Context: an optimization exercise on an open-source flow, tuned for a short achievable clock period and few clock cycles per item. The choices shown serve that exercise and are no tape-out recipe. Only simulation tests tie the RTL to the original design; equivalence was not proved. The clock input has no modelled driver; a real chip could not lean on it and would need a root buffer or a full tree. Power is estimated from default activity; no workload was simulated.

try-garnet:
==> flow/design.v (excerpt) <==
module alu_issue_ctrl
#(
    parameter int DATA_WIDTH     = alu_issue_ctrl_pkg::DATA_WIDTH_DEF,
    parameter int ALU_OPRN_WIDTH = alu_issue_ctrl_pkg::ALU_OPRN_WIDTH_DEF,
    parameter int REG_ADDR_WIDTH = alu_issue_ctrl_pkg::REG_ADDR_WIDTH_DEF
) (
    input  logic                      CLK,
    input  logic                      RST,
    input  logic                      REQ_VALID,
    output logic                      REQ_READY,
    input  logic [ALU_OPRN_WIDTH-1:0] REQ_OPRN,
    input  logic [REG_ADDR_WIDTH-1:0] REQ_RS1,
    input  logic [REG_ADDR_WIDTH-1:0] REQ_RS2,
    input  logic [REG_ADDR_WIDTH-1:0] REQ_RD,
    input  logic                      REQ_IMM_SEL,
    input  logic [DATA_WIDTH-1:0]     REQ_IMM,
    output logic [DATA_WIDTH-1:0]     ALU_OP1,
    output logic [DATA_WIDTH-1:0]     ALU_OP2,
    output logic [ALU_OPRN_WIDTH-1:0] ALU_OPRN,
    input  logic [DATA_WIDTH-1:0]     ALU_RESULT,
    output logic                      RSP_VALID,
    input  logic                      RSP_READY,
    output logic [DATA_WIDTH-1:0]     RSP_DATA,
    output logic [REG_ADDR_WIDTH-1:0] RSP_RD
);
    localparam int NREG = 1 << REG_ADDR_WIDTH;
    localparam int CAP  = alu_issue_ctrl_pkg::INFLIGHT_CAP_DEF;
    localparam int QN   = 4;
    localparam int QPW  = 2;
    localparam int RW   = DATA_WIDTH + REG_ADDR_WIDTH;
    logic accept;
    logic rsp_pop;
    logic                      v_rd;
    logic [ALU_OPRN_WIDTH-1:0] oprn_rd;
    logic [REG_ADDR_WIDTH-1:0] rd_rd;
    logic [DATA_WIDTH-1:0]     imm_rd;       
    logic [NREG-1:1]           sel1_rd;      
    logic [NREG-1:1]           sel2_rd;      
    logic                      f1_ex_rd, f1_wb_rd, f2_ex_rd, f2_wb_rd;
    logic                      v_ex;
    logic [REG_ADDR_WIDTH-1:0] rd_ex;
  ...
Size in the first run: ~4,800 cells after synthesis, ~200 I/O pins, roughly 0.063 mm^2 of cells after synthesis.
Settings: LEC_CHECK=0, ABC_CLOCK_PERIOD_IN_PS=2000, CAP_MARGIN=20, CORE_MARGIN=2, CORE_UTILIZATION=40, CTS_CLUSTER_DIAMETER=150, CTS_CLUSTER_SIZE=20, PLACE_DENSITY=0.6, SETUP_SLACK_MARGIN=3.0, SLEW_MARGIN=20, TNS_END_PERCENT=100; clock period 5.0 ns.
run.sh (not shown) runs the stock make flow with config.mk's settings and CLKGATE_MAP_FILE= SYNTH_SCRIPT=/design/flow/synth_recipe.tcl, a recipe that flattens the netlist after the stock synthesis.
Testbench counts of try-garnet, summed over its fixed seeds: cycles 12,024, items 12,000.
Input-level comparison between try-xenon and try-garnet:
==> flow/flow/run.sh (new file) <==
#!/bin/bash
# Standard ORFS layout, with a hook before clock tree synthesis that places
# the output flip-flops beside their output buffers (flow/pre_cts.tcl).
set -euo pipefail
here=$(pwd)
bash standard.sh PRE_CTS_TCL="$here/flow/pre_cts.tcl" finish > "$here/orfs_make.log" 2>&1
==> flow/flow/pre_cts.tcl (new file) <==
# Before clock tree synthesis: put each flip-flop that drives an output
# port's buffer right beside that buffer, so the flop-to-buffer wire is short,
# then legalise the placement again.
set block [ord::get_db_block]
set moved 0
foreach bt [$block getBTerms] {
  if {[$bt getIoType] ne "OUTPUT"} { continue }
  set net [$bt getNet]
  if {$net eq "NULL"} { continue }
  set buf ""
  foreach it [$net getITerms] {
    if {[$it isOutputSignal]} { set buf [$it getInst] }
  }
  if {$buf eq ""} { continue }
  set in_net ""
  foreach it [$buf getITerms] {
    if {[$it isInputSignal] && [$it getNet] ne "NULL"} { set in_net [$it getNet] }
  }
  if {$in_net eq ""} { continue }
  set ff ""
  foreach it [$in_net getITerms] {
    if {[$it isOutputSignal]} { set ff [$it getInst] }
  }
  if {$ff eq ""} { continue }
  if {![[$ff getMaster] isSequential]} { continue }
  # only when the flop drives nothing but this buffer
  if {[llength [$in_net getITerms]] != 2} { continue }
  set loc [$buf getLocation]
  set w [[$ff getMaster] getWidth]
  set x [expr {[lindex $loc 0] - $w}]
  if {$x < 0} { set x [expr {[lindex $loc 0] + [[$buf getMaster] getWidth]}] }
  $ff setLocation $x [lindex $loc 1]
  incr moved
}
puts "pre_cts: moved $moved output flip-flops beside their buffers"
detailed_placement
check_placement -verbose
==> flow/standard.sh (new file) <==
#!/bin/bash
# synth_recipe.tcl (not shown) runs the flow's synth.tcl, then flattens the netlist and writes it again
# the make line also repeats each setting of config.mk as NAME=value (left out here)
make -C /OpenROAD-flow-scripts/flow DESIGN_CONFIG=/design/flow/config.mk WORK_HOME=/design/flow/orfs CLKGATE_MAP_FILE= SYNTH_SCRIPT=/design/flow/synth_recipe.tcl "${@:-finish}"
removed: flow/run.sh
[summary]
Non-clock buffer count grows by more than 10% when moving from try-garnet to try-xenon. Relative to try-garnet, the sequential share of layout area of try-xenon is lower by 0.93 points. On period utilization, the lower figure sits with try-garnet, not try-xenon. Compared with try-garnet, try-xenon has less setup slack. try-xenon: full flow OK, the timing, DRC and antenna checks passed. Summary of try-xenon over try-garnet: total power density per cell area dropped about 0.65%, diode insertion count for antenna repair climbed 12, count of endpoints failing hold in the final timing report barely changed, average vias per placed instance climbed 1.6%, number of antenna violations at the first check in global routing climbed about 19%. Min cell area across try-xenon and try-garnet: try-garnet.

---

The RTL this note starts from:
==> flow/design.v <==
package alu_issue_ctrl_pkg;
    localparam int DATA_WIDTH_DEF     = 32;
    localparam int ALU_OPRN_WIDTH_DEF = 6;
    localparam int REG_ADDR_WIDTH_DEF = 5;
    localparam int INFLIGHT_CAP_DEF   = 4;
endpackage
module alu_issue_ctrl_register_file
#(
    parameter int DATA_WIDTH     = alu_issue_ctrl_pkg::DATA_WIDTH_DEF,
    parameter int REG_ADDR_WIDTH = alu_issue_ctrl_pkg::REG_ADDR_WIDTH_DEF,
    localparam int NREG          = 1 << REG_ADDR_WIDTH
) (
    input  logic                      clk_i,
    input  logic                      rst_i,
    input  logic [NREG-1:1]           rsel1_i,
    input  logic [NREG-1:1]           rsel2_i,
    output logic [DATA_WIDTH-1:0]     rdata1_o,
    output logic [DATA_WIDTH-1:0]     rdata2_o,
    input  logic [NREG-1:1]           we_i,
    input  logic [DATA_WIDTH-1:0]     wdata_i
);
    logic [DATA_WIDTH-1:0] regs_q [1:NREG-1];
    for (genvar r = 1; r < NREG; r++) begin : g_reg
        always_ff @(posedge clk_i or posedge rst_i) begin
            if (rst_i) begin
                regs_q[r] <= '0;
            end else if (we_i[r]) begin
                regs_q[r] <= wdata_i;
            end
        end
    end
    always_comb begin
        rdata1_o = '0;
        rdata2_o = '0;
        for (int k = 1; k < NREG; k++) begin
            rdata1_o = rdata1_o | ({DATA_WIDTH{rsel1_i[k]}} & regs_q[k]);
            rdata2_o = rdata2_o | ({DATA_WIDTH{rsel2_i[k]}} & regs_q[k]);
        end
    end
endmodule
module alu_issue_ctrl
#(
    parameter int DATA_WIDTH     = alu_issue_ctrl_pkg::DATA_WIDTH_DEF,
    parameter int ALU_OPRN_WIDTH = alu_issue_ctrl_pkg::ALU_OPRN_WIDTH_DEF,
    parameter int REG_ADDR_WIDTH = alu_issue_ctrl_pkg::REG_ADDR_WIDTH_DEF
) (
    input  logic                      CLK,
    input  logic                      RST,
    input  logic                      REQ_VALID,
    output logic                      REQ_READY,
    input  logic [ALU_OPRN_WIDTH-1:0] REQ_OPRN,
    input  logic [REG_ADDR_WIDTH-1:0] REQ_RS1,
    input  logic [REG_ADDR_WIDTH-1:0] REQ_RS2,
    input  logic [REG_ADDR_WIDTH-1:0] REQ_RD,
    input  logic                      REQ_IMM_SEL,
    input  logic [DATA_WIDTH-1:0]     REQ_IMM,
    output logic [DATA_WIDTH-1:0]     ALU_OP1,
    output logic [DATA_WIDTH-1:0]     ALU_OP2,
    output logic [ALU_OPRN_WIDTH-1:0] ALU_OPRN,
    input  logic [DATA_WIDTH-1:0]     ALU_RESULT,
    output logic                      RSP_VALID,
    input  logic                      RSP_READY,
    output logic [DATA_WIDTH-1:0]     RSP_DATA,
    output logic [REG_ADDR_WIDTH-1:0] RSP_RD
);
    localparam int NREG = 1 << REG_ADDR_WIDTH;
    localparam int CAP  = alu_issue_ctrl_pkg::INFLIGHT_CAP_DEF;
    localparam int QN   = 4;
    localparam int QPW  = 2;
    localparam int RW   = DATA_WIDTH + REG_ADDR_WIDTH;
    logic accept;
    logic rsp_pop;
    logic                      v_rd;
    logic [ALU_OPRN_WIDTH-1:0] oprn_rd;
    logic [REG_ADDR_WIDTH-1:0] rd_rd;
    logic [DATA_WIDTH-1:0]     imm_rd;       
    logic [NREG-1:1]           sel1_rd;      
    logic [NREG-1:1]           sel2_rd;      
    logic                      f1_ex_rd, f1_wb_rd, f2_ex_rd, f2_wb_rd;
    logic                      v_ex;
    logic [REG_ADDR_WIDTH-1:0] rd_ex;
    logic [DATA_WIDTH-1:0]     op1_ex, op2_ex;
    logic [ALU_OPRN_WIDTH-1:0] oprn_ex;
    logic [DATA_WIDTH-1:0]     res_wb;
    logic [NREG-1:1]           we_wb;
    logic [DATA_WIDTH-1:0] rdata1, rdata2;
    alu_issue_ctrl_register_file #(
        .DATA_WIDTH     (DATA_WIDTH),
        .REG_ADDR_WIDTH (REG_ADDR_WIDTH)
    ) u_register_file (
        .clk_i    (CLK),
        .rst_i    (RST),
        .rsel1_i  (sel1_rd),
        .rsel2_i  (sel2_rd),
        .rdata1_o (rdata1),
        .rdata2_o (rdata2),
        .we_i     (we_wb),
        .wdata_i  (res_wb)
    );
    logic h1_ex, h1_wb, h2_ex, h2_wb;
    always_comb begin
        h1_ex = v_rd && (rd_rd != '0) && (rd_rd == REQ_RS1);
        h1_wb = v_ex && (rd_ex != '0) && (rd_ex == REQ_RS1);
        h2_ex = v_rd && (rd_rd != '0) && (rd_rd == REQ_RS2);
        h2_wb = v_ex && (rd_ex != '0) && (rd_ex == REQ_RS2);
    end
    always_ff @(posedge CLK) begin
        oprn_rd  <= REQ_OPRN;
        rd_rd    <= REQ_RD;
        imm_rd   <= REQ_IMM_SEL ? REQ_IMM : '0;
        for (int k = 1; k < NREG; k++) begin
            sel1_rd[k] <= (REQ_RS1 == REG_ADDR_WIDTH'(k)) && !h1_ex && !h1_wb;
            sel2_rd[k] <= (REQ_RS2 == REG_ADDR_WIDTH'(k)) && !h2_ex && !h2_wb && !REQ_IMM_SEL;
        end
        f1_ex_rd <= h1_ex;
        f1_wb_rd <= !h1_ex && h1_wb;
        f2_ex_rd <= !REQ_IMM_SEL && h2_ex;
        f2_wb_rd <= !REQ_IMM_SEL && !h2_ex && h2_wb;
    end
    always_ff @(posedge CLK) begin
        op1_ex  <= ({DATA_WIDTH{f1_ex_rd}} & ALU_RESULT)
                 | ({DATA_WIDTH{f1_wb_rd}} & res_wb)
                 | rdata1;
        op2_ex  <= ({DATA_WIDTH{f2_ex_rd}} & ALU_RESULT)
                 | ({DATA_WIDTH{f2_wb_rd}} & res_wb)
                 | imm_rd
                 | rdata2;
        oprn_ex <= oprn_rd;
        rd_ex   <= rd_rd;
    end
    always_ff @(posedge CLK) begin
        res_wb <= ALU_RESULT;
    end
    always_ff @(posedge CLK or posedge RST) begin
        if (RST) begin
            we_wb <= '0;
        end else begin
            for (int k = 1; k < NREG; k++) begin
                we_wb[k] <= v_ex && (rd_ex == REG_ADDR_WIDTH'(k));
            end
        end
    end
    always_ff @(posedge CLK or posedge RST) begin
        if (RST) begin
            v_rd <= 1'b0;
            v_ex <= 1'b0;
        end else begin
            v_rd <= accept;
            v_ex <= v_rd;
        end
    end
    logic              rsp_v_q;      
    logic              rsp_v_h;      
    logic [RW-1:0]     rsp_q;
    logic [RW-1:0]     q_mem [QN];
    logic [QPW-1:0]    q_rp, q_wp;
    logic              q_empty, load_out;
    logic [RW-1:0]     ex_ent;
    assign ex_ent   = {ALU_RESULT, rd_ex};
    assign q_empty  = (q_rp == q_wp);
    assign rsp_pop  = rsp_v_h && RSP_READY;
    assign load_out = !rsp_v_h || RSP_READY;
    logic [RW-1:0]     rsp_h, rsp_new;
    assign rsp_new = q_empty ? ex_ent : q_mem[q_rp];
    always_ff @(posedge CLK) begin
        rsp_q <= load_out ? rsp_new : rsp_h;
        rsp_h <= load_out ? rsp_new : rsp_q;
        q_mem[q_wp] <= ex_ent;
    end
    always_ff @(posedge CLK or posedge RST) begin
        if (RST) begin
            rsp_v_q <= 1'b0;
            rsp_v_h <= 1'b0;
            q_rp    <= '0;
            q_wp    <= '0;
        end else begin
            rsp_v_q <= load_out ? (!q_empty || v_ex) : rsp_v_h;
            rsp_v_h <= load_out ? (!q_empty || v_ex) : rsp_v_q;
            if (load_out && !q_empty) begin
                q_rp <= q_rp + 1'b1;
            end
            if (v_ex && !(load_out && q_empty)) begin
                q_wp <= q_wp + 1'b1;
            end
        end
    end
    logic [CAP-1:0] cnt_q, cnt_d;
    logic           ready_q;
    assign accept = REQ_VALID && ready_q;
    always_comb begin
        cnt_d = cnt_q;
        if (accept && !rsp_pop) begin
            cnt_d = {cnt_q[CAP-2:0], 1'b1};
        end else if (!accept && rsp_pop) begin
            cnt_d = {1'b0, cnt_q[CAP-1:1]};
        end
    end
    always_ff @(posedge CLK or posedge RST) begin
        if (RST) begin
            cnt_q <= '0;
        end else begin
            cnt_q <= cnt_d;
        end
    end
    always_ff @(posedge CLK) begin
        ready_q <= !cnt_d[CAP-1];
    end
    assign REQ_READY = ready_q;
    assign RSP_VALID = rsp_v_q;
    assign RSP_DATA  = rsp_q[RW-1:REG_ADDR_WIDTH];
    assign RSP_RD    = rsp_q[REG_ADDR_WIDTH-1:0];
    assign ALU_OP1   = op1_ex;
    assign ALU_OP2   = op2_ex;
    assign ALU_OPRN  = oprn_ex;
endmodule
Settings: LEC_CHECK=0, ABC_CLOCK_PERIOD_IN_PS=2000, CAP_MARGIN=20, CORE_MARGIN=2, CORE_UTILIZATION=40, CTS_CLUSTER_DIAMETER=150, CTS_CLUSTER_SIZE=20, PLACE_DENSITY=0.6, SETUP_SLACK_MARGIN=3.0, SLEW_MARGIN=20, TNS_END_PERCENT=100; clock period 5.0 ns.
standard.sh (not shown) runs the stock make flow with config.mk's settings and CLKGATE_MAP_FILE= SYNTH_SCRIPT=/design/flow/synth_recipe.tcl, a recipe that flattens the netlist after the stock synthesis.
==> flow/flow/run.sh <==
#!/bin/bash
# Standard ORFS layout with one hook before clock tree synthesis
# (flow/pre_cts.tcl): it places the output flip-flops beside their output
# buffers and builds a balanced two-level clock tree (flow/clock_tree.tcl) in
# place of the flow's clock_tree_synthesis. All tool output goes to
# orfs_make.log here and to ORFS's own logs under orfs/logs.
set -euo pipefail
here=$(pwd)
bash standard.sh PRE_CTS_TCL="$here/flow/pre_cts.tcl" finish > "$here/orfs_make.log" 2>&1
==> flow/flow/pre_cts.tcl <==
# Before clock tree synthesis: put each flip-flop that drives an output
# port's buffer right beside that buffer, and the few other gates its output
# drives right beside the flip-flop, so the wires on the flop's output are
# short; then legalise the placement again.
set block [ord::get_db_block]
set moved 0
set moved_gates 0
foreach bt [$block getBTerms] {
  if {[$bt getIoType] ne "OUTPUT"} { continue }
  set net [$bt getNet]
  if {$net eq "NULL"} { continue }
  set buf ""
  foreach it [$net getITerms] {
    if {[$it isOutputSignal]} { set buf [$it getInst] }
  }
  if {$buf eq ""} { continue }
  set in_net ""
  foreach it [$buf getITerms] {
    if {[$it isInputSignal] && [$it getNet] ne "NULL"} { set in_net [$it getNet] }
  }
  if {$in_net eq ""} { continue }
  set ff ""
  set others {}
  foreach it [$in_net getITerms] {
    set inst [$it getInst]
    if {[$it isOutputSignal]} {
      set ff $inst
    } elseif {[$inst getName] ne [$buf getName]} {
      lappend others $inst
    }
  }
  if {$ff eq ""} { continue }
  if {![[$ff getMaster] isSequential]} { continue }
  if {[llength $others] > 2} { continue }
  set skip 0
  foreach o $others { if {[[$o getMaster] isSequential]} { set skip 1 } }
  if {$skip} { continue }
  set loc [$buf getLocation]
  set bx [lindex $loc 0]
  set by [lindex $loc 1]
  set w [[$ff getMaster] getWidth]
  set x [expr {$bx - $w}]
  if {$x < 0} { set x [expr {$bx + [[$buf getMaster] getWidth]}] }
  $ff setLocation $x $by
  incr moved
  set ox $x
  foreach o $others {
    set ow [[$o getMaster] getWidth]
    set ox [expr {$ox - $ow}]
    if {$ox < 0} { set ox [expr {$bx + [[$buf getMaster] getWidth]}] }
    $o setLocation $ox $by
    incr moved_gates
  }
}
puts "pre_cts: moved $moved output flip-flops beside their buffers and $moved_gates gates beside them"
detailed_placement
check_placement -verbose

# Clock tree: a balanced two-level tree of clkbuf_16 built here (see
# clock_tree.tcl) in place of the flow's clock_tree_synthesis.
source [file join [file dirname [info script]] clock_tree.tcl]
manual_cts CLK 4 24 sky130_fd_sc_hd__clkbuf_16
detailed_placement
check_placement -verbose
set_propagated_clock [all_clocks]
rename clock_tree_synthesis flow_clock_tree_synthesis
proc clock_tree_synthesis {args} {
  puts "clock tree already built by flow/clock_tree.tcl; skipping clock_tree_synthesis $args"
}
Other scripts of this flow, unchanged in this note and not shown: flow/flow/clock_tree.tcl
Testbench counts at the start, summed over its fixed seeds: cycles 12,024, items 12,000.
Change:
--- a/flow/flow/pre_cts.tcl
+++ b/flow/flow/pre_cts.tcl
@@ -55,2 +55,22 @@
 puts "pre_cts: moved $moved output flip-flops beside their buffers and $moved_gates gates beside them"
+
+# Input port buffers: use a plain buffer where the flow left a delay cell
+set db [ord::get_db]
+set inbuf [$db findMaster sky130_fd_sc_hd__buf_4]
+set swapped 0
+foreach bt [$block getBTerms] {
+  if {[$bt getIoType] ne "INPUT"} { continue }
+  if {[$bt getName] eq "CLK"} { continue }
+  set net [$bt getNet]
+  if {$net eq "NULL"} { continue }
+  foreach it [$net getITerms] {
+    set inst [$it getInst]
+    set mname [[$inst getMaster] getName]
+    if {[string match "sky130_fd_sc_hd__clkdlybuf*" $mname] || [string match "sky130_fd_sc_hd__dlygate*" $mname] || [string match "sky130_fd_sc_hd__dlymetal*" $mname]} {
+      $inst swapMaster $inbuf
+      incr swapped
+    }
+  }
+}
+puts "pre_cts: $swapped input buffers changed from delay cells to buf_4"
 detailed_placement
--- a/flow/config.mk
+++ b/flow/config.mk
@@ -8,10 +8,8 @@
 export ABC_CLOCK_PERIOD_IN_PS = 2000
-export CAP_MARGIN = 20
+export CAP_MARGIN = 50
 export CORE_MARGIN = 2
 export CORE_UTILIZATION = 40
-export CTS_CLUSTER_DIAMETER = 150
-export CTS_CLUSTER_SIZE = 20
 export PLACE_DENSITY = 0.6
-export SETUP_SLACK_MARGIN = 3.0
-export SLEW_MARGIN = 20
+export SETUP_SLACK_MARGIN = 3.2
+export SLEW_MARGIN = 70
 export TNS_END_PERCENT = 100
Setup slack loses 33 ps.
Final cell count came out higher by a few percent.
Synthesized cell count is unchanged.
Worst hold slack gains 5.1 ps.
Wire length came out higher by a few percent.
Change:
--- a/flow/config.mk
+++ b/flow/config.mk
@@ -8,3 +8,3 @@
 export ABC_CLOCK_PERIOD_IN_PS = 2000
-export CAP_MARGIN = 50
+export CAP_MARGIN = 30
 export CORE_MARGIN = 2
@@ -13,3 +13,3 @@
 export SETUP_SLACK_MARGIN = 3.2
-export SLEW_MARGIN = 70
+export SLEW_MARGIN = 50
 export TNS_END_PERCENT = 100
=> Cell area decreases by a few percent. Cell count fell slightly. Hold slack is about the same. Power is lower slightly. Global-route usage climbs by 1.0 points. Routed wire length came out higher slightly. Clock skew came out higher by 13 ps. Critical path depth came out higher by 4.
In every run of this note, the design's own scripts or RTL, not TritonCTS, make the clock network.

-- afterwards: timing with drivers on the ports --
The results above use ideal ports. As a check the final layouts listed here were re-extracted and re-timed, cells and wires unchanged.
Step 1 sets driving cells, clkbuf_16 on the clock port and buf_2 on the other inputs (assumed; they add their load-dependent delay and slew).
Step 2 moves the port delays by t, midway between the first and last clock arrival at a register: inputs arrive t later, outputs are due t later. That takes back most of the time a late clock gives input paths.
a / b / c = no drivers / after step 1 / after step 2; a / b = the first two.
run	t, ns	slack for setup (ns)	worst setup path at the end	pins driven straight from the clock port
try-garnet	0.837	2.629 / 2.551 / 2.255	input to register	1
try-xenon	0.828	2.616 / 2.540 / 2.186	input to register	1
the first run of note 2	0.724	2.889 / 2.764 / 2.423	input to register	4
the second run of note 2	0.729	2.856 / 2.749 / 2.387	input to register	4
the third run of note 2	0.735	2.852 / 2.747 / 2.361	input to register	4
After both steps setup and hold are still met in every run listed. For the third run of note 2, which loses most, drivers alone change the setup slack by -0.105 ns; drivers and shift together by -0.491 ns.
